From an optimization exercise on the open Yosys and OpenROAD flow, aimed at small area and a short achievable clock period; shortcuts taken in it are not production practice. Only simulation tests tie the RTL to the original design; equivalence was not proved. Power and IR drop assume default switching activity.

Setup of try-raven:
Design rvExecSlice, start of the top module:
module rvExecSlice (
    input  logic        clk,
    input  logic        rstN,
    input  logic        instValid,
    input  logic [31:0] instWord,
    input  logic [31:0] pc,
    input  logic [31:0] rs1Data,
    input  logic [31:0] rs2Data,
    output logic        resValid,
    output logic [4:0]  resRd,
    output logic        resRegWrite,
    output logic [31:0] resWbValue,
    output logic        resMemRead,
    output logic        resMemWrite,
    output logic [31:0] resMemAddr,
    output logic [1:0]  resMemSize,
    output logic        resBranchTaken,
    output logic [31:0] resNextPc,
    output logic        resHalt
);
    localparam logic [3:0] cOther = 4'd0, cOp = 4'd1, cOpI = 4'd2, cLoad = 4'd3,
                           cStore = 4'd4, cBr = 4'd5, cJal = 4'd6, cJalr = 4'd7,
                           cLui = 4'd8, cAuipc = 4'd9;
    logic [3:0]  cls0;
    logic [31:0] a0, b0;
    logic        sub0;
    logic [6:0]  opc0;
    logic [2:0]  f30;
    assign opc0 = instWord[6:0];
    assign f30  = instWord[14:12];
    always_comb begin
        case (opc0)
            7'b0110011: cls0 = cOp;
            7'b0010011: cls0 = cOpI;
            7'b0000011: cls0 = cLoad;
            7'b0100011: cls0 = cStore;
            7'b1100011: cls0 = cBr;
  ...
Settings: LEC_CHECK=0, CAP_MARGIN=20, CORE_MARGIN=2, CORE_UTILIZATION=40, SETUP_SLACK_MARGIN=3.0, SLEW_MARGIN=20; clock period 5.0 ns.
run.sh (not shown) runs the stock make flow with config.mk's settings and CLKGATE_MAP_FILE= SYNTH_SCRIPT=/design/flow/synth_recipe.tcl, a recipe that flattens the netlist after the stock synthesis.
The flow did not stop early for try-raven: all stages ran, and the layout cleared the timing, design-rule and antenna checks.
The inputs of try-harbor differ from those of try-raven as listed below.
Settings: SETUP_SLACK_MARGIN: 3.0 -> unset.
==> comparison <==
try-harbor completed every stage of the flow, and the final layout passed the timing, design-rule and antenna checks.
From try-raven to try-harbor the numbers moved as follows: buffer count from post-CTS setup fixing decreased by 148 relative to the old numbers, routed wire length saw a decrease, overall routing resource usage has decreased, met1 track demand over resource in global routing now sits lower.
sky130_fd_sc_hd__dfxtp_1 as the slowest stage cell on the critical path was reported by try-harbor, and sky130_fd_sc_hd__fa_2 by try-raven.
Of the two values seen for destination of the critical timing path, a2[20]$_DFF_P_ was produced by try-raven and resNextPc[30]$_DFF_P_ by try-harbor.
Changes in try-lagoon relative to try-harbor:
Settings: SETUP_SLACK_MARGIN: unset -> 2.5.
--- outcome ---
Compared with try-harbor, try-lagoon shows met1 layer usage reported by global route higher by 2.0 points. Measured against each other, try-harbor and try-lagoon differ in internal power summed over all cells, the lower figure coming from try-harbor. try-lagoon vs try-harbor, time the worst path needs with I/O delays and setup went down by 0.67 ns. The initial antenna violation count of try-lagoon exceeds that of try-harbor by 3. [diff] cell area, try-lagoon relative to try-harbor: regression. Diff try-harbor -> try-lagoon | number of gates on the worst path with buffers counted | increase of 4. Diff try-harbor -> try-lagoon: count of unique library cells instantiated by Yosys stayed essentially flat; tightest hold margin rose by 0.0084 ns; power rose by 8.9%.

* * *

rvExecSlice, a different RTL version from the one above (not shown whole).
Size in the first run: about 2,100 cells after synthesis, roughly 340 flip-flops, ~240 I/O pins, roughly 17,000 um2 of cells after synthesis.
Settings: LEC_CHECK=0, ABC_AREA=1, CAP_MARGIN=20, CORE_MARGIN=2, CORE_UTILIZATION=40, SETUP_SLACK_MARGIN=2.5, SLEW_MARGIN=20; clock period 5.0 ns.
standard.sh (not shown) runs the stock make flow with config.mk's settings and CLKGATE_MAP_FILE= SYNTH_SCRIPT=/design/flow/synth_recipe.tcl, a recipe that flattens the netlist after the stock synthesis.
==> flow/flow/run.sh <==
#!/bin/bash
# Standard ORFS layout with three changes:
#  - ports are buffered with buf_2 instead of the default delay buffer
#  - the ABC area recipe (ABC_AREA=1) is replaced by flow/abc_area.script
#  - adders are mapped with Yosys's default Brent-Kung carry network instead of
#    ORFS's Kogge-Stone one (SYNTH_OPERATIONS_ARGS set, so no -extra-map)
#  These only change the mapping of combinational logic; the registers are
#  those of the standard synthesis.
set -e
rm -rf scripts_abc
cp -r "$FLOW_HOME/scripts" scripts_abc
cp flow/abc_area.script scripts_abc/abc_area.script
bash standard.sh SCRIPTS_DIR="$PWD/scripts_abc" "SYNTH_OPERATIONS_ARGS=-top $FLOW_TOP" \
    BUFFER_PORTS_ARGS="-buffer_cell sky130_fd_sc_hd__buf_2" finish > standard.log 2>&1
==> flow/flow/abc_area.script <==
strash
dch
map -B 0.5
topo
stime -c
buffer -c
upsize -c
dnsize -c
Then changed:
==> flow/flow/run.sh (replaced) <==
#!/bin/bash
# Standard ORFS layout with these changes:
#  - input ports are buffered with buf_1, output ports with buf_2 (after global
#    placement, flow/outbuf.tcl), instead of the default delay buffer
#  - the ABC area recipe (ABC_AREA=1) is replaced by flow/abc_area.script;
#    this only changes the mapping of combinational logic, the registers are
#    those of the standard synthesis
set -e
rm -rf scripts_abc
cp -r "$FLOW_HOME/scripts" scripts_abc
cp flow/abc_area.script scripts_abc/abc_area.script
bash standard.sh SCRIPTS_DIR="$PWD/scripts_abc" \
    BUFFER_PORTS_ARGS="-inputs -buffer_cell sky130_fd_sc_hd__buf_1" \
    POST_GLOBAL_PLACE_TCL="$PWD/flow/outbuf.tcl" finish > standard.log 2>&1
==> flow/flow/abc_area.script (replaced) <==
strash
dch
map -B 0.5
==> flow/flow/outbuf.tcl (new file) <==
# outputs get buf_2 port buffers; the inputs got buf_1 ones before global placement
buffer_ports -outputs -buffer_cell sky130_fd_sc_hd__buf_2
estimate_parasitics -placement
- CTS_BUF_LIST: not set -> sky130_fd_sc_hd__clkbuf_16
- CTS_CLUSTER_DIAMETER: not set -> 80
- CTS_CLUSTER_SIZE: not set -> 24
- SETUP_SLACK_MARGIN: 2.5 -> 2.8
Total power is lower by 5.5%.
Die area is higher by 3.4%.
Core utilization grows by 3.9 points.
Synthesized area rose by 3.4%.
Register-to-register slack improved by 0.75 ns.
Design area rises by 11%.
Then changed:
==> flow/flow/run.sh (replaced) <==
#!/bin/bash
# Standard ORFS layout with two changes:
#  - ports are buffered with buf_2 instead of the default delay buffer
#  - the ABC area recipe (ABC_AREA=1) is replaced by flow/abc_area.script;
#    this only changes the mapping of combinational logic, the registers are
#    those of the standard synthesis
set -e
rm -rf scripts_abc
cp -r "$FLOW_HOME/scripts" scripts_abc
cp flow/abc_area.script scripts_abc/abc_area.script
bash standard.sh SCRIPTS_DIR="$PWD/scripts_abc" \
    BUFFER_PORTS_ARGS="-buffer_cell sky130_fd_sc_hd__buf_2" finish > standard.log 2>&1
==> flow/flow/abc_area.script (replaced) <==
strash
dch
map -B 0.5
topo
stime -c
buffer -c
upsize -c
dnsize -c
- CTS_BUF_LIST: sky130_fd_sc_hd__clkbuf_16 -> not set
- CTS_CLUSTER_DIAMETER: 80 -> not set
- CTS_CLUSTER_SIZE: 24 -> not set
removed: flow/flow/outbuf.tcl
Sequential share of layout area climbs by 0.43 points.
Core utilization drops by 3.1 points.
Design area drops slightly.
Hold slack gets worse by 0.013 ns.
Wire length drops by a few percent.
Global-route usage drops by 2.3 points.
Clock-buffer cell count climbs by 31.
Power climbs by roughly a tenth.
Then changed:
- SETUP_SLACK_MARGIN: 2.8 -> 2.2
Outcome:
- non-clock buffer count shrinks by 25
- total power fell by about 2%
- die area does not change
- clock skew stays flat
- setup slack is worse by 0.44 ns
- synthesized cell count is unchanged
- combinational power went down by about 8%
Then changed:
==> flow/flow/run.sh (replaced) <==
#!/bin/bash
# Standard ORFS layout with these changes:
#  - input ports are buffered with buf_1, output ports with buf_2 (after global
#    placement, flow/outbuf.tcl), instead of the default delay buffer
#  - the ABC area recipe (ABC_AREA=1) is replaced by flow/abc_area.script;
#    this only changes the mapping of combinational logic, the registers are
#    those of the standard synthesis
set -e
rm -rf scripts_abc
cp -r "$FLOW_HOME/scripts" scripts_abc
cp flow/abc_area.script scripts_abc/abc_area.script
bash standard.sh SCRIPTS_DIR="$PWD/scripts_abc" \
    BUFFER_PORTS_ARGS="-inputs -buffer_cell sky130_fd_sc_hd__buf_1" \
    POST_GLOBAL_PLACE_TCL="$PWD/flow/outbuf.tcl" finish > standard.log 2>&1
==> flow/flow/outbuf.tcl (new file) <==
# outputs get buf_2 port buffers; the inputs got buf_1 ones before global placement
buffer_ports -outputs -buffer_cell sky130_fd_sc_hd__buf_2
estimate_parasitics -placement
- SETUP_SLACK_MARGIN: 2.2 -> 2.8
After rerunning:
- The changed run completed with no timing, DRC or antenna violations
- setup slack is better by 0.46 ns
- cell area came out higher by a few percent
- die area is unchanged
- first-iteration DRC count rose by a few percent
- sequential power stays flat
- via count rises slightly
- fmax came out higher by about a fifth
- final cell count goes up slightly
- core utilization rose by 2.8 points
- area after synthesis is unchanged
- non-clock buffer count rises by 36

## afterwards: timing with drivers on the ports
In the flow no input, the clock included, has a driving cell. The finished layouts below were timed again as built, in two steps. Step 1 assumes that a clkbuf_16 drives the clock port and a buf_2 every other input. Step 2 adds t to the input delays and takes it off the output delays; t is the mean of the earliest and latest rising clock arrival at the registers after step 1. Input paths then give back, and output paths get back, about the clock's delay inside the block. Slacks: no drivers / after step 1 / after step 2; pairs: no drivers / after step 1.
run | shift t [ns] | slack for setup (ns) | worst hold slack (ns) | clock arrival spread, ns
try-raven | 0.602 | 1.904 / 1.904 / 1.904 | 0.316 / 0.316 / 0.316 | 0.028 / 0.028
try-harbor | 0.593 | 1.228 / 1.228 / 0.669 | 0.310 / 0.310 / 0.310 | 0.036 / 0.035
try-lagoon | 0.587 | 1.901 / 1.901 / 1.901 | 0.318 / 0.318 / 0.318 | 0.027 / 0.026
the first run of note 2 | 0.605 | 1.915 / 1.915 / 1.915 | 0.232 / 0.201 / 0.321 | 0.015 / 0.015
the second run of note 2 | 0.617 | 2.670 / 2.670 / 2.244 | 0.240 / 0.212 / 0.333 | 0.040 / 0.040
the third run of note 2 | 0.623 | 2.743 / 2.743 / 2.340 | 0.227 / 0.192 / 0.321 | 0.032 / 0.031
the fourth run of note 2 | 0.624 | 2.307 / 2.307 / 1.860 | 0.226 / 0.190 / 0.318 | 0.031 / 0.032
the fifth run of note 2 | 0.621 | 2.764 / 2.764 / 2.343 | 0.241 / 0.209 / 0.320 | 0.025 / 0.025
After both steps setup and hold are still met in every run listed. For try-harbor, which loses most, drivers alone change the setup slack by 0.000 ns; drivers and shift together by -0.559 ns.
